Context: an optimization exercise on an open-source flow, tuned for small area, a short achievable clock period and few clock cycles. The choices shown serve that exercise and are no tape-out recipe.
Function was checked by simulation only, so behaviour that the tests miss may differ from the original.
No run shown here takes its clock network from TritonCTS; it comes from the design's own scripts or RTL.
No driver is modelled on the clock port, so clock power and skew are understated where the tree is cut down; a real chip needs a root buffer or a tree.
Power figures rest on the tool's default switching activity, not on a simulated workload.

## config.mk

```make
export PLATFORM = sky130hd
export DESIGN_NAME = lz77_encoder
export DESIGN_NICKNAME = lz77_encoder
export VERILOG_FILES = /design/flow/design.v
export SDC_FILE = /design/flow/constraint.sdc
export NUM_CORES = 4
export LEC_CHECK = 0
export CAP_MARGIN = 20
export CORE_MARGIN = 2
export CORE_UTILIZATION = 40
export SLEW_MARGIN = 20
```

## constraint.sdc

```tcl
create_clock -name core_clock -period 17.0 [get_ports {clk}]
set_input_delay 3.4000 -clock core_clock [delete_from_list [all_inputs] [get_ports {clk}]]
set_output_delay 3.4000 -clock core_clock [all_outputs]
set_load 0.01 [all_outputs]
```

## design.v

```verilog
`default_nettype none
package lz77_code_pkg;
	localparam int CHAR_W = 8;
	typedef logic [CHAR_W-1:0] char_t;
	localparam char_t END_CHAR = 8'h24;
	localparam int SEARCH_LEN = 9;
	typedef logic [3:0] offset_t;
	localparam int MAX_MATCH = 7;
	typedef logic [2:0] len_t;
	typedef struct packed {
		offset_t offset;
		len_t    match_len;
		char_t   char_nxt;
	} code_t;
endpackage
`default_nettype wire
`default_nettype none
package lz77_window_pkg;
	localparam int LOOK_LEN = 8;
	localparam int STR_LEN = 32;
	typedef logic [5:0] pos_t;
	typedef logic [9*8-1:0] hist_t;
	typedef logic [LOOK_LEN*8-1:0] look_t;
	typedef logic [3:0] avail_t;
	typedef struct packed {
		hist_t  hist;
		look_t  look;
		avail_t avail;
		avail_t remain;
	} window_t;
	typedef logic [3:0] step_t;
endpackage
`default_nettype wire
`timescale 1ns/1ns
`default_nettype none
module lz77_encoder (
	input  logic                 clk,
	input  logic                 reset,
	input  logic                 char_req,
	input  lz77_code_pkg::char_t chardata,
	output logic                 char_ack,
	output logic                 valid,
	output lz77_code_pkg::code_t code,
	output logic                 finish
);
	localparam int SL = lz77_code_pkg::SEARCH_LEN;
	localparam lz77_code_pkg::char_t END_CHAR = lz77_code_pkg::END_CHAR;
	lz77_code_pkg::char_t           cin;       
	logic                           take;      
	logic                           virt;      
	logic                           loaded;    
	logic [SL-1:0][7:0]             hist;      
	logic [SL-1:0]                  alive;     
	lz77_code_pkg::len_t            len;       
	logic [4:0]                     cnt;       
	lz77_code_pkg::offset_t         off_q;
	lz77_code_pkg::len_t            len_q;
	logic                           fresh;
	logic                           is_end;
	logic                           end_now;
	logic                           cin_end;
	logic [SL-1:0]                  eq;
	logic [SL-1:0]                  avail;
	logic [SL-1:0]                  alive_new;
	logic                           ends;
	lz77_code_pkg::offset_t         off_d;
	assign fresh = char_req && !char_ack && !loaded;
	assign is_end = (chardata == END_CHAR);
	assign end_now = fresh && is_end;
	assign cin_end = (cin == END_CHAR);
	always_ff @(posedge clk)
		cin <= ({8{virt}} & END_CHAR) | ({8{!virt && take}} & cin) |
			({8{!virt && !take}} & chardata);
	always_ff @(posedge clk or posedge reset) begin
		if (reset) begin
			char_ack <= 1'b0;
			take <= 1'b0;
		end else begin
			char_ack <= char_req && (char_ack || !loaded);
			take <= fresh;
		end
	end
	always_comb begin
		for (int j = 0; j < SL; j++) begin
			eq[j] = (cin == hist[j]);
			avail[j] = (cnt > 5'(j));
		end
		alive_new = ((len == '0) ? avail : alive) & eq;
		ends = (alive_new == '0) || (len == 3'd7);
		off_d = '0;
		if (len != '0)
			for (int j = 0; j < SL; j++)
				if (alive[j])
					off_d = lz77_code_pkg::offset_t'(j);
	end
	always_ff @(posedge clk) begin
		if (take) begin
			hist <= {hist[SL-2:0], cin};
			alive <= alive_new;
		end
		off_q <= off_d;
		len_q <= len;
	end
	always_ff @(posedge clk or posedge reset) begin
		if (reset) begin
			virt <= 1'b0;
			loaded <= 1'b0;
			valid <= 1'b0;
			finish <= 1'b0;
			len <= '0;
			cnt <= '0;
		end else begin
			virt <= take && (cnt == 5'd31) && !cin_end;
			valid <= (take && ends && !cin_end) || virt || end_now;
			finish <= finish || (valid && cin_end);
			if (take && (cin_end || cnt == 5'd31))
				loaded <= 1'b1;
			if (take) begin
				cnt <= cnt + 1'b1;
				len <= ends ? '0 : len + 1'b1;
			end
		end
	end
	assign code = {off_q, len_q, cin};
endmodule
`default_nettype wire
```

## flow/run.sh

```bash
#!/bin/bash
# Standard ORFS layout with three changes:
#  - fast port buffers (buf_4) instead of the default delay cell,
#  - a one-level clock tree: the clock port drives 4 clkbuf_16, each driving
#    a quarter of the flip-flops (lean_cts.tcl, hooked in by pre_cts.tcl),
#  - timing repair aimed past the 17 ns clock (setup margin), so that the
#    achieved period (17 ns less setup slack) is pushed down.
set -euo pipefail
here=$(pwd)
export BUFFER_PORTS_ARGS="-buffer_cell sky130_fd_sc_hd__buf_4"
export SETUP_SLACK_MARGIN=${MARGIN:-13}
export PRE_CTS_TCL=$here/flow/pre_cts.tcl
export LEAN_CTS_BUFS=4
export LEAN_CTS_CELL=sky130_fd_sc_hd__clkbuf_16
bash standard.sh > standard_flow.log 2>&1
```

## flow/lean_cts.tcl

```tcl
# Lean clock tree: the clock port drives NBUF clock buffers in parallel, each
# driving one group of flip-flops (groups split by position), one level deep.
proc my_clock_tree {nbuf master_name} {
  set block [ord::get_db_block]
  set db [ord::get_db]
  set master [$db findMaster $master_name]
  set clknet [[$block findBTerm clk] getNet]
  set sinks {}
  foreach it [$clknet getITerms] {
    set inst [$it getInst]
    set loc [$inst getLocation]
    lappend sinks [list $it [lindex $loc 0] [lindex $loc 1]]
  }
  set n [llength $sinks]
  # split by x into columns of equal count, then each column by y if nbuf 4
  set byx [lsort -integer -index 1 $sinks]
  set groups {}
  if {$nbuf == 4} {
    set half [expr {($n + 1) / 2}]
    foreach col [list [lrange $byx 0 [expr {$half - 1}]] [lrange $byx $half end]] {
      set byy [lsort -integer -index 2 $col]
      set h2 [expr {([llength $byy] + 1) / 2}]
      lappend groups [lrange $byy 0 [expr {$h2 - 1}]] [lrange $byy $h2 end]
    }
  } else {
    for {set g 0} {$g < $nbuf} {incr g} {
      set lo [expr {$g * $n / $nbuf}]
      set hi [expr {($g + 1) * $n / $nbuf - 1}]
      lappend groups [lrange $byx $lo $hi]
    }
  }
  set g 0
  foreach grp $groups {
    set buf [odb::dbInst_create $block $master "clkbuf_lean_$g"]
    set net [odb::dbNet_create $block "clknet_lean_$g"]
    $net setSigType CLOCK
    set sx 0; set sy 0
    foreach s $grp {
      set it [lindex $s 0]
      $it disconnect
      $it connect $net
      set sx [expr {$sx + [lindex $s 1]}]
      set sy [expr {$sy + [lindex $s 2]}]
    }
    set cnt [llength $grp]
    $buf setLocation [expr {$sx / $cnt}] [expr {$sy / $cnt}]
    $buf setPlacementStatus PLACED
    [$buf findITerm A] connect $clknet
    [$buf findITerm X] connect $net
    incr g
  }
  $clknet setSigType CLOCK
}
```

## flow/pre_cts.tcl

```tcl
# Sourced by ORFS's cts.tcl just before clock_tree_synthesis: replace that
# command with the lean one-level clock tree of lean_cts.tcl.
source [file join [file dirname [info script]] lean_cts.tcl]
rename clock_tree_synthesis orfs_clock_tree_synthesis
proc clock_tree_synthesis {args} {
  my_clock_tree $::env(LEAN_CTS_BUFS) $::env(LEAN_CTS_CELL)
  set_propagated_clock [all_clocks]
  puts "lean clock tree: $::env(LEAN_CTS_BUFS) x $::env(LEAN_CTS_CELL)"
}
```

## standard.sh

```bash
#!/bin/bash
# synth_recipe.tcl (not shown) runs the flow's synth.tcl, then flattens the netlist and writes it again
# the make line also repeats each setting of config.mk as NAME=value (left out here)
make -C /OpenROAD-flow-scripts/flow DESIGN_CONFIG=/design/flow/config.mk WORK_HOME=/design/flow/orfs CLKGATE_MAP_FILE= SYNTH_SCRIPT=/design/flow/synth_recipe.tcl "${@:-finish}"
```

==> summary.txt, run 1 <==
* Most frequent cells in the layout: edfxtp_1 (81), xnor2_1 (74), buf_4 (24), buf_6 (18), dfrtp_1 (13)
* Initial DRC Count at 179
* Post-synth top area share at 0.522
* IO Port Bufs at 28
* Wire length per cell at 18.4 um
* Register area share after synthesis at 0.662
* TNS Setup at 0 ns
* Worst-margin pin slew at 0.863 ns
* Sw frac at 0.273
* Remaining DRCs at 0
* Final setup fails at 0
* Final min period at 4.11 ns
* Place WS at 12.64 ns
* Router iterations before antenna repair at 4
* Synth area leader: edfxtp_1
* Die Wd at 112 um
* Max-Cap Viols at 0
* Power Dens Cells at 110 mW/mm2
* WP data arrival at 0.71 ns
* P_leak at 1.85 nW
* DRT antenna net count at 0
* Grt total ovfl at 0
* Total track usage at 0.145
* FFs w/ async S/R, synth at 0.127
* CTS Hold Bufs at 0
* Total number of vias at 2540
* Final period util at 0.242
* Fmax at 243 MHz
* Number of synthesized flops with an enable pin at 81
* Run status: complete, no violations
* HP Class: reg -> reg
* Post-DP HPWL at 6570 um
* Switching pwr at 160 uW
* Top delay family on crit path: flip-flops
* ANT cells at 0
* Yosys cell types at 46
* Fill cells at 997
* Layout Nets at 377
* Crit end category: output port
* Post-synth top flop: edfxtp_1
* Setup Skew at 0.0167 ns
* Syn_nets at 343
* Chip height at 112 um
* Ports at 29
* Area grow syn2layout at 14.2%
* CP max FO at 2
* Vias in the first global route at 2657
* Hold WS at 0.414 ns
* Peak supply drop at 76.5 uV
* Final WS setup at 12.89 ns
* Max incr delay on CP at 0.42 ns
* Die area at 0.0125 mm2
* Yosys reg bits at 110
* Post-Synthesis Cell Area at 0.00466 mm2
* Clock share of power at 0.183
* Core ar. at 0.0114 mm2
* Largest net degree at the start of global routing at 70
* Crit path kind: reg -> out
* Critical path's slowest cell: dfrtp_1
* Comb power frac at 0.218
* RSZ-0062 raised after global routing: true
* Initial Utilization at 0.410
* Site row count at 39
* Part of the power in registers at 0.598
* CP Data Required Time at 13.60 ns
* Commonest non-fill, non-tap cell in the layout: edfxtp_1
* Via-per-instance ratio at 5.09
* Yosys warning total at 1
* First-pass GRT wire length at 14400 um
* Worst slew margin at 0.424
* Mean Syn Cell Area at 14.4 um2
* Worst-path clk slew at 0.10 ns
* Nature of the critical path startpoint: flip-flop
* Internal at 426 uW
* CP cell instances: buf_6
* Cells after synthesis at 324
* Layout cells sized above 1 at 0.202
* Routability cong. at 0.817
* Antenna violations before repair at 0
* Worst path bufs/invs at 1
* Drt total wl at 9160 um
* Final Max Tran Viols at 0
* Clk Latency, worst-skew pair at 0.17 ns
* Top post-synthesis cells by area: edfxtp_1 (52%), xnor2_1 (14%), dfrtp_1 (7.5%), dfxtp_1 (6.4%), ha_1 (2.1%)
* Final Hold Fails at 0
-- worst paths after layout --
kind	startpoint	end	slack, ns	depth (start not counted)
worst min-delay path	len[1]$_DFFE_PP0P_	len_q[1]$_DFF_P_	0.41	0
worst min register to register	len[1]$_DFFE_PP0P_	len_q[1]$_DFF_P_	0.41	0
worst max register to register	len[0]$_DFFE_PP0P_	valid$_DFF_PP0_	14.06	8
worst max-delay path	finish$_DFF_PP0_	finish	12.89	1
max in group asynchronous	reset	take$_DFF_PP0_	13.30	2
min in group asynchronous	reset	cnt[1]$_DFFE_PP0P_	3.28	2
-- through the flow --
| step | power [mW] | area, um2 | cells | utilization |
|---|---|---|---|---|
| after global placement | 0.475 | 4990 | 482 | 0.439 |
| after floorplan | 0.438 | 4660 | 324 | - |
| after global routing | 0.616 | 5320 | 499 | 0.468 |
| after detailed placement | 0.476 | 4990 | 482 | 0.439 |
| final | 0.587 | 5320 | 499 | 0.468 |
| after CTS | 0.589 | 5270 | 495 | 0.463 |
-- what timing repair did --
action	4_1_cts	5_1_grt
buffers inserted	9	4
endpoints found under the setup margin	19	19
gates resized for setup	39	4
-- power groups by stage --
stage / sequential, mW / combinational [mW] / clock (mW)
2_1_floorplan: 0.351 / 0.0877 / 0
3_3_place_gp: 0.366 / 0.109 / 0
3_5_place_dp: 0.367 / 0.109 / 0
4_1_cts: 0.351 / 0.128 / 0.111
5_1_grt: 0.356 / 0.141 / 0.119
6_report: 0.351 / 0.128 / 0.108
-- per-layer routing --
metal  up-vias  share of wire  GRT usage
met2        45           0.51      0.266
li1       1237              -          -
met5         -              0          0
met1      1253           0.45      0.199
met3         5          0.031    0.00980
met4         0          0.011     0.0122
-- registers in the layout, summed over array words and instances (netlist names), 3 cells and up --
register / flops
cin: 8
len_q: 3
alive: 9
cnt: 5
off_q: 4
hist: 72
len: 3
-- synthesized netlist by cell type, types with 2 or more instances --
library cell and n:
nor4b_1 2, nand2_1 8, edfxtp_1 81, nor2_1 11, a31oi_1 3, a21oi_1 3
mux2i_1 6, o211ai_1 3, a31o_1 2, and2_1 2, nand2b_1 2, nand4_1 8
buf_2 11, nor3_1 11, o21ai_0 4, nand3_1 4, o2111ai_1 4, mux2_2 2
and3_1 2, inv_1 8, dfrtp_1 14, a211o_1 2, nor2b_1 5, dfxtp_1 15
ha_1 8, nor3b_1 2, xnor2_1 74, nor4_1 8, buf_1 2
-- kinds of logic after synthesis --
| family | count (synthesis) | share of synthesized area |
|---|---|---|
| XOR/XNOR | 75 | 0.141 |
| flip-flops | 110 | 0.662 |
| buffers and inverters | 22 | 0.0207 |
| AO/OA/AOI/OAI | 31 | 0.0513 |
| multiplexers | 8 | 0.0177 |
| adder cells (fa/ha/maj) | 8 | 0.0215 |
| AND/OR/NAND/NOR | 70 | 0.0862 |
-- cell type report --
type,count,area (um2),area share
flip-flops and latches,110,3120,0.587
multi-input cells,192,1500,0.283
repair buffers,42,383,0.0720
well taps,143,179,0.0336
plain buffers,4,100,0.0188
inverters,8,30.0,0.00564
Testbench counts, summed over its fixed seeds: cycles 14,226.
==> inputs of run 2 (changes only) <==
--- a/flow/run.sh
+++ b/flow/run.sh
@@ -9,5 +9,5 @@
 here=$(pwd)
 export BUFFER_PORTS_ARGS="-buffer_cell sky130_fd_sc_hd__buf_4"
-export SETUP_SLACK_MARGIN=${MARGIN:-13}
+export SETUP_SLACK_MARGIN=${MARGIN:-0}
 export PRE_CTS_TCL=$here/flow/pre_cts.tcl
 export LEAN_CTS_BUFS=4
==> run 2 against run 1 <==
Register-to-register slack about the same; synthesized cell count unchanged; still clean on timing, DRC and antenna; via count down 1.4%; critical path type unchanged; cell count down 2.6%; sequential share of layout area up 1.8 points; maximum frequency down 9.7%; first-iteration DRC count down 3.4%.
==> summary.txt, run 2 <==
* Run status: complete, no violations (unchanged)
* Yosys warning total at 1 (unchanged)
* Post-synth top flop: edfxtp_1 (unchanged)
* Internal at 418 uW (was 426 uW)
* IO Port Bufs at 28 (unchanged)
* Chip height at 112 um (unchanged)
* Top-count cell post-synth: edfxtp_1 (unchanged)
* Vias in the first global route at 2579 (was 2657)
* Final setup fails at 0 (unchanged)
* WP data arrival at 1.15 ns (was 0.71 ns)
* Router iterations before antenna repair at 6 (was 4)
* Die Wd at 112 um (unchanged)
* Number of synthesized flops with an enable pin at 81 (unchanged)
* Initial Utilization at 0.410 (unchanged)
* Grt total ovfl at 0 (unchanged)
* Total track usage at 0.142 (was 0.145)
* Yosys reg bits at 110 (unchanged)
* Drt total wl at 8930 um (was 9160 um)
* Synth area leader: edfxtp_1 (unchanged)
* Ranking of synthesized cells by instance count: edfxtp_1 (81), xnor2_1 (74), dfxtp_1 (15), dfrtp_1 (14) (unchanged)
* Final Hold Fails at 0 (unchanged)
* Post-Synthesis Cell Area at 0.00466 mm2 (unchanged)
* Switching pwr at 158 uW (was 160 uW)
* Sw frac at 0.274 (was 0.273)
* TNS Setup at 0 ns (unchanged)
* Initial DRC Count at 173 (was 179)
* Post-synthesis compound-gate area fraction at 0.0513 (unchanged)
* Number of flip-flops in the largest register at 72 (unchanged)
* Ports at 29 (unchanged)
* Post-cts resize count at 0 (was 39)
* RSZ-0062 raised after global routing: false (was true)
* Wire length per cell at 18.4 um (about the same)
* Worst-margin pin slew at 0.867 ns (was 0.863 ns)
* Top post-synthesis cells by area: edfxtp_1 (52%), xnor2_1 (14%), dfrtp_1 (7.5%), dfxtp_1 (6.4%), ha_1 (2.1%) (unchanged)
* Crit path kind: reg -> out (unchanged)
* Crit end category: output port (unchanged)
* Max-Cap Viols at 0 (unchanged)
* Register area at 0.00309 mm2 (was 0.00312 mm2)
* Largest family of logic cells by synthesized area: XOR/XNOR gates (unchanged)
* Layout Nets at 364 (was 377)
* Top delay family on crit path: flip-flops (unchanged)
* Worst path bufs/invs at 1 (unchanged)
* Syn_nets at 343 (unchanged)
* P_leak at 1.75 nW (was 1.85 nW)
* Core ar. at 0.0114 mm2 (unchanged)
* FFs w/ async S/R, synth at 0.127 (unchanged)
* Multiplexer share of the synthesized area at 0.0177 (unchanged)
* CP max FO at 13 (was 2)
* Post-synth top area share at 0.522 (unchanged)
* CP cell instances: buf_4 (was buf_6)
* Comb power frac at 0.186 (was 0.218)
* Worst-path clk slew at 0.10 ns (about the same)
* Final Util at 0.448 (was 0.468)
* Mean Syn Cell Area at 14.4 um2 (unchanged)
* Via-per-instance ratio at 5.15 (was 5.09)
* Yosys cell types at 46 (unchanged)
* ANT cells at 0 (unchanged)
* Largest Register: hist (unchanged)
* Critical path's slowest cell: dfxtp_1 (was dfrtp_1)
* Power Dens Cells at 113 mW/mm2 (was 110 mW/mm2)
* CTS Hold Bufs at 0 (unchanged)
* Synth Area in Adders at 0.0215 (unchanged)
* Antenna violations before repair at 0 (unchanged)
* HP Class: reg -> reg (unchanged)
* Final Max Tran Viols at 0 (unchanged)
* Clk Latency, worst-skew pair at 0.17 ns (about the same)
* Die area at 0.0125 mm2 (unchanged)
* Site row count at 39 (unchanged)
* Simple logic cell fraction of the synthesized area at 0.0862 (unchanged)
* Nature of the critical path startpoint: flip-flop (unchanged)
* Layout cells sized above 1 at 0.125 (was 0.202)
* Regs by FF count: hist (72), alive (9), cin (8) (unchanged)
* Post-DP HPWL at 6570 um (unchanged)
* Largest net degree at the start of global routing at 70 (unchanged)
* First-pass GRT wire length at 14100 um (was 14400 um)
* Fill cells at 1034 (was 997)
* CP Data Required Time at 13.60 ns (about the same)
* Fmax at 220 MHz (was 243 MHz)
* DRT antenna net count at 0 (unchanged)
* Clock share of power at 0.187 (was 0.183)
* Peak supply drop at 75.5 uV (was 76.5 uV)
* Post-CTS Setup Inserts at 0 (was 9)
* Register area share after synthesis at 0.662 (unchanged)
* Setup Skew at 0.0123 ns (was 0.0167 ns)
* Most frequent cells in the layout: edfxtp_1 (81), xnor2_1 (74), buf_4 (29), dfxtp_1 (15), dfrtp_1 (13) (was edfxtp_1 (81), xnor2_1 (74), buf_4 (24), buf_6 (18), dfrtp_1 (13))
* Xor-xnor portion of the synthesized cell area at 0.141 (unchanged)
* Multi-input logic area at 0.00148 mm2 (was 0.00150 mm2)
* Final min period at 4.55 ns (was 4.11 ns)
* Area grow syn2layout at 9.37% (was 14.2%)
* Total number of vias at 2504 (was 2540)
* Routability cong. at 0.817 (unchanged)
* Remaining DRCs at 0 (unchanged)
* Commonest non-fill, non-tap cell in the layout: edfxtp_1 (unchanged)
* Part of the power in registers at 0.627 (was 0.598)
* Cells after synthesis at 324 (unchanged)
* Worst slew margin at 0.422 (was 0.424)
* Final period util at 0.268 (was 0.242)
* Max incr delay on CP at 0.75 ns (was 0.42 ns)
-- run 2: changes by cell type in the layout (fill, tap and decap cells not counted) --
cell     change
buf_6       -18
dfxtp_1     +14
dfxtp_4      -8
dfxtp_2      -6
buf_4        +5
nor4b_1      +2
nor4b_2      -1
nor4b_4      -1
-- run 2: through the flow --
step / std cells / setup WS (ns) / instance area, um2 / hold WS [ns] / power, mW
floorplan: 324 / 13.04 / 4660 / 0.371 / 0.438
global placement: 482 / 12.65 / 4990 / 0.386 / 0.475
detailed placement: 482 / 12.64 / 4990 / 0.396 / 0.476
CTS: 486 / 12.44 / 5090 / 0.414 / 0.581
global route: 486 / 12.38 / 5100 / 0.433 / 0.605
finish: 486 / 12.45 / 5100 / 0.413 / 0.576
-- run 2: power groups by stage --
stage	logic (mW)	registers, mW	clock network (mW)
final	0.107	0.361	0.108
after global routing	0.119	0.367	0.119
after CTS	0.109	0.361	0.111
after detailed placement	0.109	0.367	0
after global placement	0.109	0.366	0
after floorplan	0.0877	0.351	0
-- run 2: cell families (layout without fill, tap and decap cells) --
group | after synthesis | count (layout)
AOI/OAI and AO/OA | 31 | 31
buffers and inverters | 22 | 41
muxes | 8 | 8
adders and majority gates | 8 | 8
xor gates and xnor gates | 75 | 75
DFF | 110 | 110
and+or+nand+nor | 70 | 70
-- run 2: layer usage --
metal  global-route usage  wire length [um]  vias to the layer above
li1                     -                 -                     1210
met1                0.199              4070                     1242
met2                0.257              4500                       47
met3              0.00925               247                        5
met4               0.0122               104                        0
met5                    0                 0                        -
-- run 2: layout make-up --
| cell class | count | area share |
|---|---|---|
| buffer | 4 | 0.0196 |
| inverter | 8 | 0.00589 |
| multi-input combinational | 192 | 0.291 |
| sequential | 110 | 0.606 |
| tap | 143 | 0.0351 |
| timing repair buffer | 29 | 0.0427 |
-- run 2: final timing paths --
check,slack (ns),endpoint,start,cells after the start
max,12.45,code[1],cin[1]$_DFF_P_,1
min,0.41,len_q[1]$_DFF_P_,len[1]$_DFFE_PP0P_,0
max reg2reg,14.06,valid$_DFF_PP0_,len[0]$_DFFE_PP0P_,8
min reg2reg,0.41,len_q[1]$_DFF_P_,len[1]$_DFFE_PP0P_,0
max in group asynchronous,13.30,take$_DFF_PP0_,reset,2
min in group asynchronous,3.28,cnt[1]$_DFFE_PP0P_,reset,2
==> inputs of run 3 (changes only) <==
--- a/flow/run.sh
+++ b/flow/run.sh
@@ -9,5 +9,5 @@
 here=$(pwd)
 export BUFFER_PORTS_ARGS="-buffer_cell sky130_fd_sc_hd__buf_4"
-export SETUP_SLACK_MARGIN=${MARGIN:-0}
+export SETUP_SLACK_MARGIN=${MARGIN:-13}
 export PRE_CTS_TCL=$here/flow/pre_cts.tcl
 export LEAN_CTS_BUFS=4
--- a/config.mk
+++ b/config.mk
@@ -8,4 +8,4 @@
 export CAP_MARGIN = 20
 export CORE_MARGIN = 2
-export CORE_UTILIZATION = 40
+export CORE_UTILIZATION = 60
 export SLEW_MARGIN = 20
==> run 3 against run 2 <==
Critical path depth unchanged; critical endpoint is now valid; power is 1.4% higher; largest cell class unchanged; global-route usage up 7.4 points; largest power group unchanged; register-to-register slack gained 0.17 ns; maximum frequency up 11%.
==> summary.txt, run 3 <==
* Ranking of synthesized cells by instance count: edfxtp_1 (81), xnor2_1 (74), dfxtp_1 (15), dfrtp_1 (14) (unchanged)
* Yosys warning total at 1 (unchanged)
* Final Max Tran Viols at 0 (unchanged)
* RR Startpoint: len[0]$_DFFE_PP0P_ (unchanged)
* Register area share after synthesis at 0.662 (unchanged)
* FFs w/ async S/R, synth at 0.127 (unchanged)
* Worst path bufs/invs at 1 (unchanged)
* Final Util at 0.689 (was 0.448)
* Total track usage at 0.216 (was 0.142)
* Chip height at 92.1 um (was 112 um)
* Number of flip-flops in the largest register at 72 (unchanged)
* WP data arrival at 0.70 ns (was 1.15 ns)
* Core ar. at 0.00761 mm2 (was 0.0114 mm2)
* Post-synth top area share at 0.522 (unchanged)
* RSZ-0062 raised after global routing: true (was false)
* TNS Setup at 0 ns (unchanged)
* Mean Syn Cell Area at 14.4 um2 (unchanged)
* Fmax at 244 MHz (was 220 MHz)
* Hold_sp: len[1]$_DFFE_PP0P_ (unchanged)
* Drt total wl at 8970 um (was 8930 um)
* Post-DP Area at 0.00494 mm2 (was 0.00499 mm2)
* CP Capture Point: valid (was code[1])
* Reg2Reg Setup Slack at 14.23 ns (was 14.06 ns)
* Commonest non-fill, non-tap cell in the layout: edfxtp_1 (unchanged)
* Final setup fails at 0 (unchanged)
* Layout Nets at 374 (was 364)
* Part of the power in registers at 0.603 (was 0.627)
* CTS Hold Bufs at 0 (unchanged)
* Crit end category: output port (unchanged)
* Cells after synthesis at 324 (unchanged)
* Layout cells sized above 1 at 0.190 (was 0.125)
* Worst slew margin at 0.484 (was 0.422)
* Grt total ovfl at 0 (unchanged)
* P_leak at 1.83 nW (was 1.75 nW)
* Power Dens Cells at 111 mW/mm2 (was 113 mW/mm2)
* Routability cong. at 0.856 (was 0.817)
* Max incr delay on CP at 0.41 ns (was 0.75 ns)
* Largest net degree at the start of global routing at 63 (was 70)
* Wire length per cell at 19.7 um (was 18.4 um)
* Internal at 425 uW (was 418 uW)
* Switching pwr at 159 uW (was 158 uW)
* Yosys cell types at 46 (unchanged)
* FF-to-FF path depth at 9 (was 8)
* CP max FO at 2 (was 13)
* Worst-path clk slew at 0.10 ns (about the same)
* Run status: complete, no violations (unchanged)
* Clock share of power at 0.180 (was 0.187)
* Initial Utilization at 0.613 (was 0.410)
* Final instance area at 0.00524 mm2 (was 0.00510 mm2)
* Max-Cap Viols at 0 (unchanged)
* Final period util at 0.241 (was 0.268)
* Vias in the first global route at 2591 (was 2579)
* Clk Latency, worst-skew pair at 0.16 ns (was 0.17 ns)
* Hold WS at 0.415 ns (was 0.413 ns)
* Post-DP HPWL at 6240 um (was 6570 um)
* Post-synth top flop: edfxtp_1 (unchanged)
* Total power draw at 584 uW (was 576 uW)
* Synth area leader: edfxtp_1 (unchanged)
* Regs by FF count: hist (72), alive (9), cin (8) (unchanged)
* Top-count cell post-synth: edfxtp_1 (unchanged)
* CP Launch Point: valid$_DFF_PP0_ (was cin[1]$_DFF_P_)
* Final min period at 4.10 ns (was 4.55 ns)
* Number of synthesized flops with an enable pin at 81 (unchanged)
* CP cell instances: buf_6 (was buf_4)
* ANT cells at 0 (unchanged)
* HP Class: reg -> reg (unchanged)
* Most frequent cells in the layout: edfxtp_1 (81), xnor2_1 (74), buf_4 (21), buf_6 (18), dfrtp_1 (13) (was edfxtp_1 (81), xnor2_1 (74), buf_4 (29), dfxtp_1 (15), dfrtp_1 (13))
* Setup Skew at 0.00443 ns (was 0.0123 ns)
* Cell count along the critical path at 1 (unchanged)
* Sw frac at 0.272 (was 0.274)
* Yosys reg bits at 110 (unchanged)
* Comb power frac at 0.217 (was 0.186)
* Crit Reg-Reg Endpoint: valid$_DFF_PP0_ (unchanged)
* Router iterations before antenna repair at 4 (was 6)
* Ports at 29 (unchanged)
* Die Wd at 92.1 um (was 112 um)
* Total number of vias at 2569 (was 2504)
* Post-Synthesis Cell Area at 0.00466 mm2 (unchanged)
* Top post-synthesis cells by area: edfxtp_1 (52%), xnor2_1 (14%), dfrtp_1 (7.5%), dfxtp_1 (6.4%), ha_1 (2.1%) (unchanged)
* Peak supply drop at 81.5 uV (was 75.5 uV)
* Die area at 0.00849 mm2 (was 0.0125 mm2)
* Area grow syn2layout at 12.5% (was 9.37%)
* CP Data Required Time at 13.60 ns (about the same)
* Antenna violations before repair at 0 (unchanged)
* Top delay family on crit path: flip-flops (unchanged)
* First-pass GRT wire length at 14100 um (about the same)
* Via-per-instance ratio at 5.65 (was 5.15)
* Worst-margin pin slew at 0.775 ns (was 0.867 ns)
* IO Port Bufs at 28 (unchanged)
* Largest Register: hist (unchanged)
* Nature of the critical path startpoint: flip-flop (unchanged)
* DRT antenna net count at 0 (unchanged)
* Crit path kind: reg -> out (unchanged)
* Initial DRC Count at 177 (was 173)
* Remaining DRCs at 0 (unchanged)
* Site row count at 32 (was 39)
* Critical path's slowest cell: dfrtp_1 (was dfxtp_1)
* Final Hold Fails at 0 (unchanged)
* Syn_nets at 343 (unchanged)
## run 3: cell types whose count changed in the layout (fill, tap and decap cells not counted)
cell     delta
buf_4       -8
nor4b_2     +1
nor2b_2     -1
nor4b_1     -2
dfxtp_2     +5
nor2b_1     +1
nor4b_4     +1
dfxtp_4     +8
dfxtp_1    -13
buf_6      +18
## run 3: logic make-up (layout without fill, tap and decap cells)
family	after synthesis	count (layout)	share of synthesized area
flops	110	110	0.662
simple gates	70	70	0.0862
compound gates	31	31	0.0513
mux	8	8	0.0177
buf+inv	22	51	0.0207
xor+xnor	75	75	0.141
fa+ha+maj	8	8	0.0215
## run 3: how the worst min path moves through the flow
| stage | end | cells after the start |
|---|---|---|
| after floorplan | len_q[1]$_DFF_P_ | 0 |
| after global placement | len_q[1]$_DFF_P_ | 0 |
| after detailed placement | len_q[1]$_DFF_P_ | 0 |
| after CTS | len_q[1]$_DFF_P_ | 0 |
| after global routing | len_q[1]$_DFF_P_ | 0 |
| final | len_q[1]$_DFF_P_ | 0 |
## run 3: power groups by stage
stage	Sequential, mW	Combinational, mW	Clock (mW)
floorplan	0.351	0.0877	0
global placement	0.367	0.106	0
detailed placement	0.368	0.107	0
CTS	0.352	0.127	0.108
global route	0.357	0.139	0.117
finish	0.352	0.127	0.105
## run 3: final cells by class
type	count	area (um2)
Buffer	4	100
Sequential cell	110	3120
Timing Repair Buffer	39	360
Fill cell	528	2360
Multi-Input combinational cell	192	1500
Tap cell	102	128
Inverter	8	30.0
## run 3: repair_timing
item,in CTS,in global routing
resized for setup,34,8
endpoints found under the setup margin,17,19
setup buffers,9,0
## run 3: layer usage
layer,up-vias,part of all wire,GRT usage
met5,-,0,0
met4,0,0.014,0.0249
met2,50,0.50,0.377
met1,1272,0.44,0.311
li1,1237,-,-
met3,10,0.040,0.0181
## run 3: per-stage QoR
step           setup slack, ns  instances
3_3_place_gp             12.63        441
6_report                 12.90        455
5_1_grt                  12.87        455
4_1_cts                  12.90        454
3_5_place_dp             12.61        441
2_1_floorplan            13.04        324
==> inputs of run 4 (changes only) <==
--- a/flow/run.sh
+++ b/flow/run.sh
@@ -9,5 +9,5 @@
 here=$(pwd)
 export BUFFER_PORTS_ARGS="-buffer_cell sky130_fd_sc_hd__buf_4"
-export SETUP_SLACK_MARGIN=${MARGIN:-13}
+export SETUP_SLACK_MARGIN=${MARGIN:-12.9}
 export PRE_CTS_TCL=$here/flow/pre_cts.tcl
 export LEAN_CTS_BUFS=4
--- a/config.mk
+++ b/config.mk
@@ -8,4 +8,4 @@
 export CAP_MARGIN = 20
 export CORE_MARGIN = 2
-export CORE_UTILIZATION = 60
+export CORE_UTILIZATION = 75
 export SLEW_MARGIN = 20
==> run 4 against run 3 <==
Still clean on timing, DRC and antenna; final area down 1.9%; clock skew up 0.012 ns; utilization up 17 points; critical path type unchanged; critical endpoint is now finish; largest power group unchanged.
==> summary.txt, run 4 <==
* Run status: complete, no violations (unchanged)
* Part of the power in registers at 0.596 (was 0.603)
* Non-Filler Instances at 429 (was 455)
* Regs by FF count: hist (72), alive (9), cin (8) (unchanged)
* Place WS at 12.62 ns (was 12.61 ns)
* Chip height at 82.8 um (was 92.1 um)
* Largest net degree at the start of global routing at 88 (was 63)
* Post-DP Area at 0.00491 mm2 (was 0.00494 mm2)
* Core ar. at 0.00596 mm2 (was 0.00761 mm2)
* CTS Hold Bufs at 0 (unchanged)
* Max incr delay on CP at 0.41 ns (about the same)
* Power Dens Cells at 114 mW/mm2 (was 111 mW/mm2)
* Routability cong. at 0.902 (was 0.856)
* Internal at 424 uW (was 425 uW)
* Sw frac at 0.279 (was 0.272)
* Final period util at 0.241 (about the same)
* Crit end category: output port (unchanged)
* CP Launch Point: finish$_DFF_PP0_ (was valid$_DFF_PP0_)
* Most frequent cells in the layout: edfxtp_1 (81), xnor2_1 (74), buf_4 (37), dfrtp_1 (13) (was edfxtp_1 (81), xnor2_1 (74), buf_4 (21), buf_6 (18), dfrtp_1 (13))
* Post-synth top area share at 0.522 (unchanged)
* CP cell instances: buf_6 (unchanged)
* Die Wd at 82.8 um (was 92.1 um)
* Total number of vias at 2770 (was 2569)
* Clk Latency, worst-skew pair at 0.17 ns (was 0.16 ns)
* Final instance area at 0.00514 mm2 (was 0.00524 mm2)
* Drt total wl at 9600 um (was 8970 um)
* Register area share after synthesis at 0.662 (unchanged)
* Router iterations before antenna repair at 5 (was 4)
* Post-Synthesis Cell Area at 0.00466 mm2 (unchanged)
* Final WS setup at 12.90 ns (about the same)
* Fmax at 244 MHz (about the same)
* FFs w/ async S/R, synth at 0.127 (unchanged)
* Worst slew margin at 0.293 (was 0.484)
* Hold_sp: len[1]$_DFFE_PP0P_ (unchanged)
* Top post-synthesis cells by area: edfxtp_1 (52%), xnor2_1 (14%), dfrtp_1 (7.5%), dfxtp_1 (6.4%), ha_1 (2.1%) (unchanged)
* Area grow syn2layout at 10.3% (was 12.5%)
* Wire length per cell at 22.4 um (was 19.7 um)
* Commonest non-fill, non-tap cell in the layout: edfxtp_1 (unchanged)
* Final Max Tran Viols at 0 (unchanged)
* Crit path kind: reg -> out (unchanged)
* Critical path's slowest cell: dfrtp_1 (unchanged)
* Peak supply drop at 101 uV (was 81.5 uV)
* Worst path bufs/invs at 1 (unchanged)
* Ports at 29 (unchanged)
* Remaining DRCs at 0 (unchanged)
* RSZ-0062 raised after global routing: true (unchanged)
* ANT cells at 0 (unchanged)
* Vias in the first global route at 2784 (was 2591)
* Fill cells at 268 (was 528)
* Yosys reg bits at 110 (unchanged)
* Ranking of synthesized cells by instance count: edfxtp_1 (81), xnor2_1 (74), dfxtp_1 (15), dfrtp_1 (14) (unchanged)
* Post-synth top flop: edfxtp_1 (unchanged)
* Site row count at 28 (was 32)
* Yosys warning total at 1 (unchanged)
* Max-Cap Viols at 0 (unchanged)
* Switching pwr at 164 uW (was 159 uW)
* IO Port Bufs at 28 (unchanged)
* CP max FO at 2 (unchanged)
* Worst-margin pin slew at 1.06 ns (was 0.775 ns)
* Worst-path clk slew at 0.11 ns (was 0.10 ns)
* Synth area leader: edfxtp_1 (unchanged)
* HP Class: reg -> reg (unchanged)
* Grt total ovfl at 0 (unchanged)
* Nature of the critical path startpoint: flip-flop (unchanged)
* CP Data Required Time at 13.60 ns (about the same)
* Clock share of power at 0.180 (about the same)
* # placed instances at 414 (was 441)
* Final Hold Fails at 0 (unchanged)
* Number of flip-flops in the largest register at 72 (unchanged)
* Number of synthesized flops with an enable pin at 81 (unchanged)
* Yosys cell types at 46 (unchanged)
* Total track usage at 0.281 (was 0.216)
* Comb power frac at 0.224 (was 0.217)
* WP data arrival at 0.70 ns (about the same)
* Largest Register: hist (unchanged)
* Layout cells sized above 1 at 0.178 (was 0.190)
* Top delay family on crit path: flip-flops (unchanged)
* Syn_nets at 343 (unchanged)
* Layout Nets at 375 (was 374)
* TNS Setup at 0 ns (unchanged)
* Antenna violations before repair at 0 (unchanged)
* DRT antenna net count at 0 (unchanged)
* Cells after synthesis at 324 (unchanged)
* Initial Utilization at 0.782 (was 0.613)
* Final min period at 4.10 ns (about the same)
* RR Startpoint: len[0]$_DFFE_PP0P_ (unchanged)
* Mean Syn Cell Area at 14.4 um2 (unchanged)
* Post-DP HPWL at 6360 um (was 6240 um)
* Die area at 0.00686 mm2 (was 0.00849 mm2)
* Setup Skew at 0.0160 ns (was 0.00443 ns)
* First-pass GRT wire length at 15000 um (was 14100 um)
* Via-per-instance ratio at 6.46 (was 5.65)
* Initial DRC Count at 336 (was 177)
* Final setup fails at 0 (unchanged)
* Top-count cell post-synth: edfxtp_1 (unchanged)
* P_leak at 1.81 nW (was 1.83 nW)
## run 4: stage by stage
stage	hold slack, ns	total power, mW	utilization
2_1_floorplan	0.371	0.438	-
3_3_place_gp	0.378	0.471	0.824
3_5_place_dp	0.409	0.476	0.824
4_1_cts	0.433	0.584	0.860
5_1_grt	0.437	0.612	0.863
6_report	0.448	0.588	0.863
## run 4: layer usage
layer	share of wire	global-route usage	vias to the layer above
met3	0.074	0.0258	25
met4	0.025	0.0462	0
li1	-	-	1241
met1	0.37	0.391	1360
met5	0	0	-
met2	0.53	0.497	144
## run 4: power by group through the flow
stage	Sequential [mW]	Clock (mW)	Combinational [mW]
after floorplan	0.351	0	0.0877
after global placement	0.364	0	0.106
after detailed placement	0.366	0	0.110
after CTS	0.349	0.106	0.129
after global routing	0.354	0.115	0.143
final	0.350	0.106	0.132
## run 4: layout make-up
type / count / area, um2 / area share
well taps: 75 / 93.8 / 0.0183
inverters: 8 / 30.0 / 0.00584
plain buffers: 4 / 100 / 0.0195
multi-input cells: 192 / 1490 / 0.290
repair buffers: 40 / 312 / 0.0606
flip-flops and latches: 110 / 3120 / 0.606
## run 4: repair_timing
action,in CTS,in global routing
buffers inserted,10,1
resized for setup,18,2
pin swaps,0,0
setup endpoints to repair,11,3
endpoints found under the hold margin,0,0
## run 4: cells by family after synthesis
kind of cell,after synthesis,share of synthesized area
buffers and inverters,22,0.0207
adders and majority gates,8,0.0215
muxes,8,0.0177
DFF,110,0.662
AOI/OAI and AO/OA,31,0.0513
and+or+nand+nor,70,0.0862
xor gates and xnor gates,75,0.141
## run 4: worst paths after layout
path | endpoint | slack (ns) | cells past startpoint
max | finish | 12.90 | 1
min reg2reg | len_q[1]$_DFF_P_ | 0.45 | 0
max reg2reg | valid$_DFF_PP0_ | 13.71 | 8
min | len_q[1]$_DFF_P_ | 0.45 | 0
max in group asynchronous | take$_DFF_PP0_ | 13.28 | 2
min in group asynchronous | cnt[3]$_DFFE_PP0P_ | 3.29 | 2
==> inputs of run 5 (changes only) <==
--- a/config.mk
+++ b/config.mk
@@ -6,6 +6,7 @@
 export NUM_CORES = 4
 export LEC_CHECK = 0
+export ABC_AREA = 1
 export CAP_MARGIN = 20
 export CORE_MARGIN = 2
-export CORE_UTILIZATION = 75
+export CORE_UTILIZATION = 60
 export SLEW_MARGIN = 20
==> run 5 against run 4 <==
Sequential power is 2% higher; cell count is 46% higher; clock skew is 0.0042 ns lower; maximum frequency is 0.44% lower; worst hold slack worse by 0.0057 ns; via count is 16% higher; global-route usage is 6.1 points lower; clock power hardly changed; utilization is 18 points lower; critical path depth stayed put; setup slack worse by 0.018 ns; largest power group unchanged; highest routed layer unchanged.
==> summary.txt, run 5 <==
* CP cell instances: buf_6 (unchanged)
* Mean Syn Cell Area at 10.5 um2 (was 14.4 um2)
* CP max FO at 2 (unchanged)
* Peak supply drop at 90.7 uV (was 101 uV)
* First-pass GRT wire length at 15300 um (was 15000 um)
* Fill cells at 622 (was 268)
* Top-count cell post-synth: nand2_1 (was edfxtp_1)
* Initial DRC Count at 179 (was 336)
* Final period util at 0.242 (was 0.241)
* P_leak at 2.43 nW (was 1.81 nW)
* Hold_sp: len[1]$_DFFE_PP0P_ (unchanged)
* Vias in the first global route at 2934 (was 2784)
* ANT cells at 0 (unchanged)
* Hold depth at 0 (unchanged)
* Remaining DRCs at 0 (unchanged)
* Largest net degree at the start of global routing at 93 (was 88)
* Post-DP HPWL at 6880 um (was 6360 um)
* Worst Hold Path EP: len_q[1]$_DFF_P_ (unchanged)
* Post-synth top flop: edfxtp_1 (unchanged)
* Run status: complete, no violations (unchanged)
* Reg2Reg Setup Slack at 15.14 ns (was 13.71 ns)
* Total track usage at 0.219 (was 0.281)
* Final instance area at 0.00559 mm2 (was 0.00514 mm2)
* Post-Synthesis Cell Area at 0.00507 mm2 (was 0.00466 mm2)
* Worst-path clk slew at 0.11 ns (about the same)
* Initial Utilization at 0.617 (was 0.782)
* Regs by FF count: hist (72), alive (9), cin (8) (unchanged)
* Worst path bufs/invs at 1 (unchanged)
* Number of synthesized flops with an enable pin at 81 (unchanged)
* Crit Reg-Reg Endpoint: cin[6]$_DFF_P_ (was valid$_DFF_PP0_)
* Routability cong. at 0.817 (was 0.902)
* FFs w/ async S/R, synth at 0.127 (unchanged)
* Worst-margin pin slew at 0.812 ns (was 1.06 ns)
* Final min period at 4.12 ns (was 4.10 ns)
* Crit end category: output port (unchanged)
* Number of flip-flops in the largest register at 72 (unchanged)
* WP data arrival at 0.72 ns (was 0.70 ns)
* Total power draw at 651 uW (was 588 uW)
* CP Data Required Time at 13.60 ns (about the same)
* Post-synth top area share at 0.480 (was 0.522)
* Grt total ovfl at 0 (unchanged)
* RR Startpoint: take$_DFF_PP0_ (was len[0]$_DFFE_PP0P_)
* Max incr delay on CP at 0.42 ns (was 0.41 ns)
* CTS Hold Bufs at 0 (unchanged)
* IO Port Bufs at 28 (unchanged)
* Synth area leader: edfxtp_1 (unchanged)
* Cells after synthesis at 484 (was 324)
* Ranking of synthesized cells by instance count: nand2_1 (135), edfxtp_1 (81), inv_1 (53), xnor2_1 (45), nor2_1 (36) (was edfxtp_1 (81), xnor2_1 (74), dfxtp_1 (15), dfrtp_1 (14))
* Top post-synthesis cells by area: edfxtp_1 (48%), nand2_1 (10%), xnor2_1 (7.8%), dfrtp_1 (6.9%), dfxtp_1 (5.9%) (was edfxtp_1 (52%), xnor2_1 (14%), dfrtp_1 (7.5%), dfxtp_1 (6.4%), ha_1 (2.1%))
* Worst slew margin at 0.459 (was 0.293)
* Yosys cell types at 36 (was 46)
* DRT antenna net count at 0 (unchanged)
* Ports at 29 (unchanged)
* Final setup fails at 0 (unchanged)
* Crit path kind: reg -> out (unchanged)
* Die area at 0.00920 mm2 (was 0.00686 mm2)
* Layout Nets at 541 (was 375)
* Yosys warning total at 1 (unchanged)
* Setup Skew at 0.0118 ns (was 0.0160 ns)
* Total number of vias at 3211 (was 2770)
* FF-to-FF path depth at 4 (was 8)
* Via-per-instance ratio at 5.14 (was 6.46)
* Post-DP Area at 0.00533 mm2 (was 0.00491 mm2)
* Layout cells sized above 1 at 0.165 (was 0.178)
* Power Dens Cells at 117 mW/mm2 (was 114 mW/mm2)
* Area grow syn2layout at 10.2% (was 10.3%)
* Syn_nets at 503 (was 343)
* Yosys reg bits at 110 (unchanged)
* Antenna violations before repair at 0 (unchanged)
* Final WS setup at 12.88 ns (was 12.90 ns)
* Largest Register: hist (unchanged)
* Commonest non-fill, non-tap cell in the layout: nand2_1 (was edfxtp_1)
* Final Util at 0.680 (was 0.863)
* Most frequent cells in the layout: nand2_1 (135), edfxtp_1 (81), inv_1 (53), xnor2_1 (45), buf_4 (39) (was edfxtp_1 (81), xnor2_1 (74), buf_4 (37), dfrtp_1 (13))
* Final Hold Fails at 0 (unchanged)
* Critical path's slowest cell: dfrtp_1 (unchanged)
* Clk Latency, worst-skew pair at 0.17 ns (about the same)
* Wire length per cell at 15.9 um (was 22.4 um)
* Site row count at 33 (was 28)
* TNS Setup at 0 ns (unchanged)
* RSZ-0062 raised after global routing: true (unchanged)
* Die Wd at 95.9 um (was 82.8 um)
* Chip height at 95.9 um (was 82.8 um)
* Nature of the critical path startpoint: flip-flop (unchanged)
* Max-Cap Viols at 0 (unchanged)
* Fmax at 243 MHz (was 244 MHz)
* Register area share after synthesis at 0.608 (was 0.662)
* Top delay family on crit path: flip-flops (unchanged)
* Drt total wl at 9930 um (was 9600 um)
* HP Class: reg -> reg (unchanged)
* Place WS at 12.69 ns (was 12.62 ns)
* Router iterations before antenna repair at 5 (unchanged)
* Core ar. at 0.00822 mm2 (was 0.00596 mm2)
* Final Max Tran Viols at 0 (unchanged)
## run 5: kinds of logic (layout without fill, tap and decap cells)
logic type / count (synthesis) / after routing / synth area share
buffers and inverters: 75 / 111 / 0.0664
XOR/XNOR: 53 / 53 / 0.0915
AO/OA/AOI/OAI: 25 / 25 / 0.0284
AND/OR/NAND/NOR: 213 / 213 / 0.186
flip-flops: 110 / 110 / 0.608
adder cells (fa/ha/maj): 8 / 8 / 0.0197
## run 5: final cells by class
type | count | area, um2 | share of cell area
sequential | 110 | 3120 | 0.558
multi-input combinational | 299 | 1660 | 0.297
timing repair buffer | 43 | 338 | 0.0605
inverter | 64 | 243 | 0.0434
tap | 105 | 131 | 0.0235
buffer | 4 | 100 | 0.0179
## run 5: power by group
group | leakage [nW] | internal (mW) | total, mW | switching (mW)
Sequential | 1.07 | 0.330 | 0.357 | 0.0275
Combinational | 1.31 | 0.0708 | 0.185 | 0.114
Clock | 0.0493 | 0.0436 | 0.109 | 0.0656
Total | 2.43 | 0.444 | 0.651 | 0.207
## run 5: per-stage QoR
| stage | hold WS (ns) | instances |
|---|---|---|
| after floorplan | 0.391 | 484 |
| after global placement | 0.422 | 607 |
| after detailed placement | 0.426 | 607 |
| after CTS | 0.450 | 622 |
| after global routing | 0.472 | 625 |
| final | 0.443 | 625 |
## run 5: metal layers
metal  up-vias  GRT usage  routed length (um)
met4         0     0.0179                  93
met5         -          0                   0
met3         5     0.0164                 412
met2        66      0.365                4900
met1      1526      0.333                4530
li1       1614          -                   -
## run 5: how the worst max path moves through the flow
stage	cells after the start	end	slack [ns]	startpoint
after floorplan	3	valid$_DFF_PP0_	13.12	chardata[1]
final	1	char_ack	12.88	char_ack$_DFF_PP0_
after global routing	1	finish	12.86	finish$_DFF_PP0_
after global placement	4	valid$_DFF_PP0_	12.68	chardata[4]
after CTS	1	code[3]	12.82	cin[3]$_DFF_P_
after detailed placement	4	valid$_DFF_PP0_	12.69	chardata[4]
## run 5: repair_timing
action	4_1_cts	5_1_grt
resized for setup	18	2
buffers inserted	11	3
setup endpoints to repair	12	4
pin swaps	0	0
==> inputs of run 6 (changes only) <==
--- a/config.mk
+++ b/config.mk
@@ -6,5 +6,4 @@
 export NUM_CORES = 4
 export LEC_CHECK = 0
-export ABC_AREA = 1
 export CAP_MARGIN = 20
 export CORE_MARGIN = 2
==> run 6 against run 5 <==
Setup slack better by 0.016 ns; routed wire length is 11% lower; final area is 7.4% lower; clock skew is 0.0067 ns lower; still clean; first-iteration DRC count is 2.2% higher; register-to-register slack worse by 0.83 ns; utilization hardly changed; power is 11% lower; cell count is 27% lower.
==> summary.txt, run 6 <==
* Vias in the first global route at 2554 (was 2934)
* Final min period at 4.10 ns (was 4.12 ns)
* Setup Skew at 0.00510 ns (was 0.0118 ns)
* Number of flip-flops in the largest register at 72 (unchanged)
* Final Max Tran Viols at 0 (unchanged)
* Post-synth top area share at 0.522 (was 0.480)
* P_leak at 1.81 nW (was 2.43 nW)
* DRT antenna net count at 0 (unchanged)
* Reg2Reg Setup Slack at 14.31 ns (was 15.14 ns)
* Syn_nets at 343 (was 503)
* Via-per-instance ratio at 5.60 (was 5.14)
* Max incr delay on CP at 0.41 ns (was 0.42 ns)
* Layout Nets at 375 (was 541)
* Largest Register: hist (unchanged)
* Top-count cell post-synth: edfxtp_1 (was nand2_1)
* Peak supply drop at 81.5 uV (was 90.7 uV)
* Die Wd at 92.1 um (was 95.9 um)
* Final Hold Fails at 0 (unchanged)
* Worst path bufs/invs at 1 (unchanged)
* First-pass GRT wire length at 13900 um (was 15300 um)
* Synth area leader: edfxtp_1 (unchanged)
* IO Port Bufs at 28 (unchanged)
* Commonest non-fill, non-tap cell in the layout: edfxtp_1 (was nand2_1)
* Top delay family on crit path: flip-flops (unchanged)
* Ports at 29 (unchanged)
* Part of the power in registers at 0.605 (was 0.549)
* Final setup fails at 0 (unchanged)
* Crit end category: output port (unchanged)
* Total number of vias at 2554 (was 3211)
* Critical path's slowest cell: dfrtp_1 (unchanged)
* Wire length per cell at 19.3 um (was 15.9 um)
* Total track usage at 0.213 (was 0.219)
* TNS Setup at 0 ns (unchanged)
* FFs w/ async S/R, synth at 0.127 (unchanged)
* Clk Latency, worst-skew pair at 0.16 ns (was 0.17 ns)
* Fill cells at 534 (was 622)
* Clock share of power at 0.182 (was 0.168)
* Regs by FF count: hist (72), alive (9), cin (8) (unchanged)
* Run status: complete, no violations (unchanged)
* Antenna violations before repair at 0 (unchanged)
* Worst-path clk slew at 0.10 ns (was 0.11 ns)
* Routability cong. at 0.856 (was 0.817)
* Initial DRC Count at 183 (was 179)
* Register area share after synthesis at 0.662 (was 0.608)
* WP data arrival at 0.70 ns (was 0.72 ns)
* Most frequent cells in the layout: edfxtp_1 (81), xnor2_1 (74), buf_4 (37), dfrtp_1 (13) (was nand2_1 (135), edfxtp_1 (81), inv_1 (53), xnor2_1 (45), buf_4 (39))
* Crit path kind: reg -> out (unchanged)
* Yosys reg bits at 110 (unchanged)
* Mean Syn Cell Area at 14.4 um2 (was 10.5 um2)
* Final period util at 0.241 (was 0.242)
* Top post-synthesis cells by area: edfxtp_1 (52%), xnor2_1 (14%), dfrtp_1 (7.5%), dfxtp_1 (6.4%), ha_1 (2.1%) (was edfxtp_1 (48%), nand2_1 (10%), xnor2_1 (7.8%), dfrtp_1 (6.9%), dfxtp_1 (5.9%))
* RSZ-0062 raised after global routing: true (unchanged)
* Post-synth top flop: edfxtp_1 (unchanged)
* Area grow syn2layout at 11.0% (was 10.2%)
* CP max FO at 2 (unchanged)
* Site row count at 32 (was 33)
* Router iterations before antenna repair at 4 (was 5)
* ANT cells at 0 (unchanged)
* Number of synthesized flops with an enable pin at 81 (unchanged)
* Nature of the critical path startpoint: flip-flop (unchanged)
* Worst-margin pin slew at 0.767 ns (was 0.812 ns)
* HP Class: reg -> reg (unchanged)
* Yosys warning total at 1 (unchanged)
* Layout cells sized above 1 at 0.175 (was 0.165)
* Grt total ovfl at 0 (unchanged)
* Die area at 0.00849 mm2 (was 0.00920 mm2)
* Switching pwr at 158 uW (was 207 uW)
* Chip height at 92.1 um (was 95.9 um)
* Post-DP HPWL at 6240 um (was 6880 um)
* Max-Cap Viols at 0 (unchanged)
* Sw frac at 0.271 (was 0.318)
* Drt total wl at 8790 um (was 9930 um)
* Yosys cell types at 46 (was 36)
* Comb power frac at 0.214 (was 0.284)
* Ranking of synthesized cells by instance count: edfxtp_1 (81), xnor2_1 (74), dfxtp_1 (15), dfrtp_1 (14) (was nand2_1 (135), edfxtp_1 (81), inv_1 (53), xnor2_1 (45), nor2_1 (36))
* Worst slew margin at 0.488 (was 0.459)
* Core ar. at 0.00761 mm2 (was 0.00822 mm2)
* Power Dens Cells at 112 mW/mm2 (was 117 mW/mm2)
* Largest net degree at the start of global routing at 63 (was 93)
* CP Data Required Time at 13.60 ns (about the same)
* CP cell instances: buf_6 (unchanged)
* Fmax at 244 MHz (was 243 MHz)
* Cells after synthesis at 324 (was 484)
* Remaining DRCs at 0 (unchanged)
* Post-Synthesis Cell Area at 0.00466 mm2 (was 0.00507 mm2)
* Total power draw at 581 uW (was 651 uW)
* Internal at 424 uW (was 444 uW)
* Initial Utilization at 0.613 (was 0.617)
run 6: final cells by class:
type | count | area [um2] | area share
Multi-Input combinational cell | 192 | 1490 | 0.287
Sequential cell | 110 | 3120 | 0.603
Buffer | 4 | 100 | 0.0194
Timing Repair Buffer | 40 | 312 | 0.0602
Inverter | 8 | 30.0 | 0.00581
Tap cell | 102 | 128 | 0.0247
run 6: stage by stage:
stage,std cells,util,worst slack (ns),instance area [um2],hold slack (ns)
CTS,453,0.676,12.78,5150,0.416
global placement,441,0.650,12.63,4940,0.381
detailed placement,441,0.650,12.61,4940,0.393
global route,456,0.680,12.87,5170,0.422
floorplan,324,-,13.04,4660,0.371
finish,456,0.680,12.90,5170,0.414
run 6: final timing paths:
kind,cells after the start,to,startpoint
worst max-delay path,1,valid,valid$_DFF_PP0_
worst min-delay path,0,len_q[1]$_DFF_P_,len[1]$_DFFE_PP0P_
worst max register to register,9,valid$_DFF_PP0_,len[0]$_DFFE_PP0P_
worst min register to register,0,len_q[1]$_DFF_P_,len[1]$_DFFE_PP0P_
max in group asynchronous,2,take$_DFF_PP0_,reset
min in group asynchronous,2,len[0]$_DFFE_PP0P_,reset
run 6: repair_timing:
action / CTS / global route
gates resized for setup: 19 / 1
hold buffers: 0 / 0
setup endpoints to repair: 12 / 4
setup buffers: 8 / 2
pin swaps: 0 / 0
run 6: power groups by stage:
stage / registers (mW) / logic [mW] / clock network [mW]
6_report: 0.352 / 0.124 / 0.106
5_1_grt: 0.356 / 0.136 / 0.117
4_1_cts: 0.353 / 0.122 / 0.108
3_5_place_dp: 0.368 / 0.107 / 0
3_3_place_gp: 0.367 / 0.106 / 0
2_1_floorplan: 0.351 / 0.0877 / 0
run 6: cells by family (layout without fill, tap and decap cells):
| group | after synthesis | in the layout | synth area share |
|---|---|---|---|
| XOR/XNOR | 75 | 75 | 0.141 |
| AND/OR/NAND/NOR | 70 | 70 | 0.0862 |
| buffers and inverters | 22 | 52 | 0.0207 |
| adder cells (fa/ha/maj) | 8 | 8 | 0.0215 |
| AO/OA/AOI/OAI | 31 | 31 | 0.0513 |
| multiplexers | 8 | 8 | 0.0177 |
| flip-flops | 110 | 110 | 0.662 |
run 6: layer usage:
metal	track usage	share of wire	vias up	wire [um]
met5	0	0	-	0
li1	-	-	1242	-
met2	0.370	0.49	48	4350
met3	0.0173	0.045	10	393
met4	0.0249	0.014	0	126
met1	0.308	0.45	1254	3920
==> inputs of run 7 (changes only) <==
--- a/flow/run.sh
+++ b/flow/run.sh
@@ -8,5 +8,5 @@
 set -euo pipefail
 here=$(pwd)
-export BUFFER_PORTS_ARGS="-buffer_cell sky130_fd_sc_hd__buf_4"
+export BUFFER_PORTS_ARGS="-buffer_cell sky130_fd_sc_hd__buf_2"
 export SETUP_SLACK_MARGIN=${MARGIN:-12.9}
 export PRE_CTS_TCL=$here/flow/pre_cts.tcl
==> run 7 against run 6 <==
Still clean; power shrank 0.36%; flip-flop and latch count unchanged; utilization is 1.3 points lower; combinational power barely moved; final area shrank 1.9%; maximum frequency up 0.12%; clock skew up 0.0088 ns; routed wire length increased by 1.4%; critical endpoint unchanged; largest power group unchanged; highest routed layer unchanged.
==> summary.txt, run 7 <==
* Final WS setup at 12.91 ns (was 12.90 ns)
* Core ar. at 0.00761 mm2 (unchanged)
* P_leak at 1.78 nW (was 1.81 nW)
* DRT antenna net count at 0 (unchanged)
* Initial DRC Count at 189 (was 183)
* TNS Setup at 0 ns (unchanged)
* Area grow syn2layout at 8.94% (was 11.0%)
* Final Hold Fails at 0 (unchanged)
* Drt total wl at 8910 um (was 8790 um)
* Crit Reg-Reg Endpoint: valid$_DFF_PP0_ (unchanged)
* WP data arrival at 0.69 ns (was 0.70 ns)
* Initial Utilization at 0.613 (unchanged)
* Top delay family on crit path: flip-flops (unchanged)
* Mean Syn Cell Area at 14.4 um2 (unchanged)
* Max-Cap Viols at 0 (unchanged)
* Layout cells sized above 1 at 0.170 (was 0.175)
* Number of flip-flops in the largest register at 72 (unchanged)
* FF-to-FF path depth at 8 (was 9)
* CP max FO at 2 (unchanged)
* Max incr delay on CP at 0.40 ns (was 0.41 ns)
* CP Data Required Time at 13.60 ns (about the same)
* Crit end category: output port (unchanged)
* Synth area leader: edfxtp_1 (unchanged)
* Post-synth top flop: edfxtp_1 (unchanged)
* Xor-xnor portion of the synthesized cell area at 0.141 (unchanged)
* Ranking of synthesized cells by instance count: edfxtp_1 (81), xnor2_1 (74), dfxtp_1 (15), dfrtp_1 (14) (unchanged)
* Total track usage at 0.213 (about the same)
* Post-DP HPWL at 6340 um (was 6240 um)
* Grt total ovfl at 0 (unchanged)
* Ports at 29 (unchanged)
* Synth Area in Adders at 0.0215 (unchanged)
* Power Dens Cells at 114 mW/mm2 (was 112 mW/mm2)
* Hold depth at 0 (unchanged)
* Reg2Reg Setup Slack at 13.98 ns (was 14.31 ns)
* Register area at 0.00312 mm2 (unchanged)
* Top-count cell post-synth: edfxtp_1 (unchanged)
* FFs w/ async S/R, synth at 0.127 (unchanged)
* Multi-input logic area at 0.00149 mm2 (unchanged)
* Critical path's slowest cell: dfrtp_1 (unchanged)
* Final setup fails at 0 (unchanged)
* Fmax at 244 MHz (about the same)
* Post-Synthesis Cell Area at 0.00466 mm2 (unchanged)
* Largest Register: hist (unchanged)
* First-pass GRT wire length at 13900 um (about the same)
* Site row count at 32 (unchanged)
* Yosys cell types at 46 (unchanged)
* Setup Skew at 0.0139 ns (was 0.00510 ns)
* Worst Hold Path EP: len_q[1]$_DFF_P_ (unchanged)
* Largest family of logic cells by synthesized area: XOR/XNOR gates (unchanged)
* Final Max Tran Viols at 0 (unchanged)
* Hold_sp: len[1]$_DFFE_PP0P_ (unchanged)
* Largest net degree at the start of global routing at 76 (was 63)
* HP Class: reg -> reg (unchanged)
* Yosys warning total at 1 (unchanged)
* Vias in the first global route at 2525 (was 2554)
* Routability cong. at 0.884 (was 0.856)
* ANT cells at 0 (unchanged)
* RR Startpoint: len[0]$_DFFE_PP0P_ (unchanged)
* CTS Hold Bufs at 0 (unchanged)
* Top post-synthesis cells by area: edfxtp_1 (52%), xnor2_1 (14%), dfrtp_1 (7.5%), dfxtp_1 (6.4%), ha_1 (2.1%) (unchanged)
* Via-per-instance ratio at 5.71 (was 5.60)
* Register area share after synthesis at 0.662 (unchanged)
* CP cell instances: buf_2 (was buf_6)
* Most frequent cells in the layout: edfxtp_1 (81), xnor2_1 (74), buf_2 (28), dfrtp_1 (13) (was edfxtp_1 (81), xnor2_1 (74), buf_4 (37), dfrtp_1 (13))
* Worst-path clk slew at 0.09 ns (was 0.10 ns)
* Total number of vias at 2591 (was 2554)
* Syn_nets at 343 (unchanged)
* Remaining DRCs at 0 (unchanged)
* Peak supply drop at 63.3 uV (was 81.5 uV)
* Final period util at 0.241 (about the same)
* Worst slew margin at 0.313 (was 0.488)
* Multiplexer share of the synthesized area at 0.0177 (unchanged)
* Run status: complete, no violations (unchanged)
* Fill cells at 585 (was 534)
* Yosys reg bits at 110 (unchanged)
* Commonest non-fill, non-tap cell in the layout: edfxtp_1 (unchanged)
* Layout Nets at 373 (was 375)
* Total power draw at 579 uW (was 581 uW)
* Die area at 0.00849 mm2 (unchanged)
* Regs by FF count: hist (72), alive (9), cin (8) (unchanged)
* RSZ-0062 raised after global routing: true (unchanged)
* Chip height at 92.1 um (unchanged)
* Worst-margin pin slew at 1.03 ns (was 0.767 ns)
* Crit path kind: reg -> out (unchanged)
* Nature of the critical path startpoint: flip-flop (unchanged)
* Number of synthesized flops with an enable pin at 81 (unchanged)
* Worst path bufs/invs at 1 (unchanged)
* Post-synth top area share at 0.522 (unchanged)
* Cells after synthesis at 324 (unchanged)
* Post-synthesis compound-gate area fraction at 0.0513 (unchanged)
* Place WS at 12.59 ns (was 12.61 ns)
* Antenna violations before repair at 0 (unchanged)
* Final min period at 4.09 ns (was 4.10 ns)
* Wire length per cell at 19.6 um (was 19.3 um)
* IO Port Bufs at 28 (unchanged)
* Simple logic cell fraction of the synthesized area at 0.0862 (unchanged)
* Clk Latency, worst-skew pair at 0.17 ns (was 0.16 ns)
* Die Wd at 92.1 um (unchanged)
* Router iterations before antenna repair at 4 (unchanged)
==> run 7: cell counts after synthesis <==
No cell type changed its count.
==> run 7: metrics by stage <==
| stage | hold slack (ns) | instances | instance area (um2) | utilization |
|---|---|---|---|---|
| detailed placement | 0.386 | 441 | 4870 | 0.640 |
| global placement | 0.379 | 441 | 4870 | 0.640 |
| floorplan | 0.371 | 324 | 4660 | - |
| CTS | 0.409 | 454 | 5070 | 0.666 |
| global route | 0.423 | 454 | 5080 | 0.667 |
| finish | 0.408 | 454 | 5080 | 0.667 |
==> run 7: layout make-up <==
class	instances	area share
multi-input cells	192	0.293
plain buffers	4	0.0197
inverters	8	0.00592
well taps	102	0.0251
repair buffers	38	0.0424
flip-flops and latches	110	0.614
==> run 7: kinds of logic after synthesis <==
| group | count (synthesis) |
|---|---|
| mux | 8 |
| buf+inv | 22 |
| simple gates | 70 |
| compound gates | 31 |
| xor+xnor | 75 |
| fa+ha+maj | 8 |
| flops | 110 |
==> run 7: per-layer routing <==
layer / wire [um] / GRT usage / vias to the layer above
met2: 4340 / 0.346 / 64
met1: 4010 / 0.320 / 1273
met5: 0 / 0 / -
li1: - / - / 1239
met3: 330 / 0.0156 / 15
met4: 223 / 0.0460 / 0
==> run 7: worst max-delay path by stage <==
stage | from | endpoint | slack [ns] | cells after the start
floorplan | chardata[2] | cin[2]$_DFF_P_ | 13.04 | 2
global placement | cin[4]$_DFF_P_ | code[4] | 12.62 | 1
detailed placement | cin[1]$_DFF_P_ | code[1] | 12.59 | 1
CTS | valid$_DFF_PP0_ | valid | 12.90 | 1
global route | valid$_DFF_PP0_ | valid | 12.87 | 1
finish | valid$_DFF_PP0_ | valid | 12.91 | 1
==> run 7: power by group <==
| part | internal [mW] | total [mW] | switching (mW) |
|---|---|---|---|
| combinational | 0.0555 | 0.123 | 0.0677 |
| sequential | 0.321 | 0.350 | 0.0294 |
| clock | 0.0434 | 0.106 | 0.0621 |
| total | 0.420 | 0.579 | 0.159 |
==> run 7: repair_timing <==
| action | 4_1_cts | 5_1_grt |
|---|---|---|
| pin swaps | 0 | 0 |
| cloned | 0 | 0 |
| gates resized for setup | 16 | 1 |
| setup buffers | 9 | 0 |
| setup endpoints to repair | 9 | 4 |

re-timing with driven ports:
The results above use ideal ports. As a check the final layouts listed here were re-extracted and re-timed, cells and wires unchanged. Step 1: set_driving_cell puts a clkbuf_16 on clk and a buf_2 on each other input, an assumption about the parent block. Step 2 adds t to the input delays and takes it off the output delays; t is the mean of the earliest and latest rising clock arrival at the registers after step 1. Input paths then give back, and output paths get back, about the clock's delay inside the block. Slacks: no drivers / after step 1 / after step 2; pairs: no drivers / after step 1.
run | t (ns) | setup slack, ns | hold slack, ns | worst setup path at the end | worst register clock-pin slew, ns
run 1 | 0.241 | 12.893 / 12.817 / 12.870 | 0.414 / 0.414 / 0.414 | input to register | 0.11 / 0.11
run 2 | 0.238 | 12.451 / 12.376 / 12.614 | 0.413 / 0.413 / 0.413 | register to output | 0.11 / 0.11
run 3 | 0.236 | 12.900 / 12.822 / 12.822 | 0.415 / 0.415 / 0.415 | input to register | 0.10 / 0.10
run 4 | 0.239 | 12.903 / 12.824 / 12.838 | 0.448 / 0.448 / 0.448 | input to register | 0.11 / 0.11
run 5 | 0.247 | 12.885 / 12.802 / 12.798 | 0.443 / 0.443 / 0.443 | input to register | 0.11 / 0.11
run 6 | 0.236 | 12.901 / 12.824 / 12.828 | 0.414 / 0.414 / 0.414 | input to register | 0.10 / 0.10
run 7 | 0.239 | 12.906 / 12.828 / 12.876 | 0.408 / 0.408 / 0.408 | input to register | 0.11 / 0.11
After both steps every run listed still meets setup and hold. For run 5, which loses most, drivers alone change the setup slack by -0.083 ns; drivers and shift together by -0.087 ns.
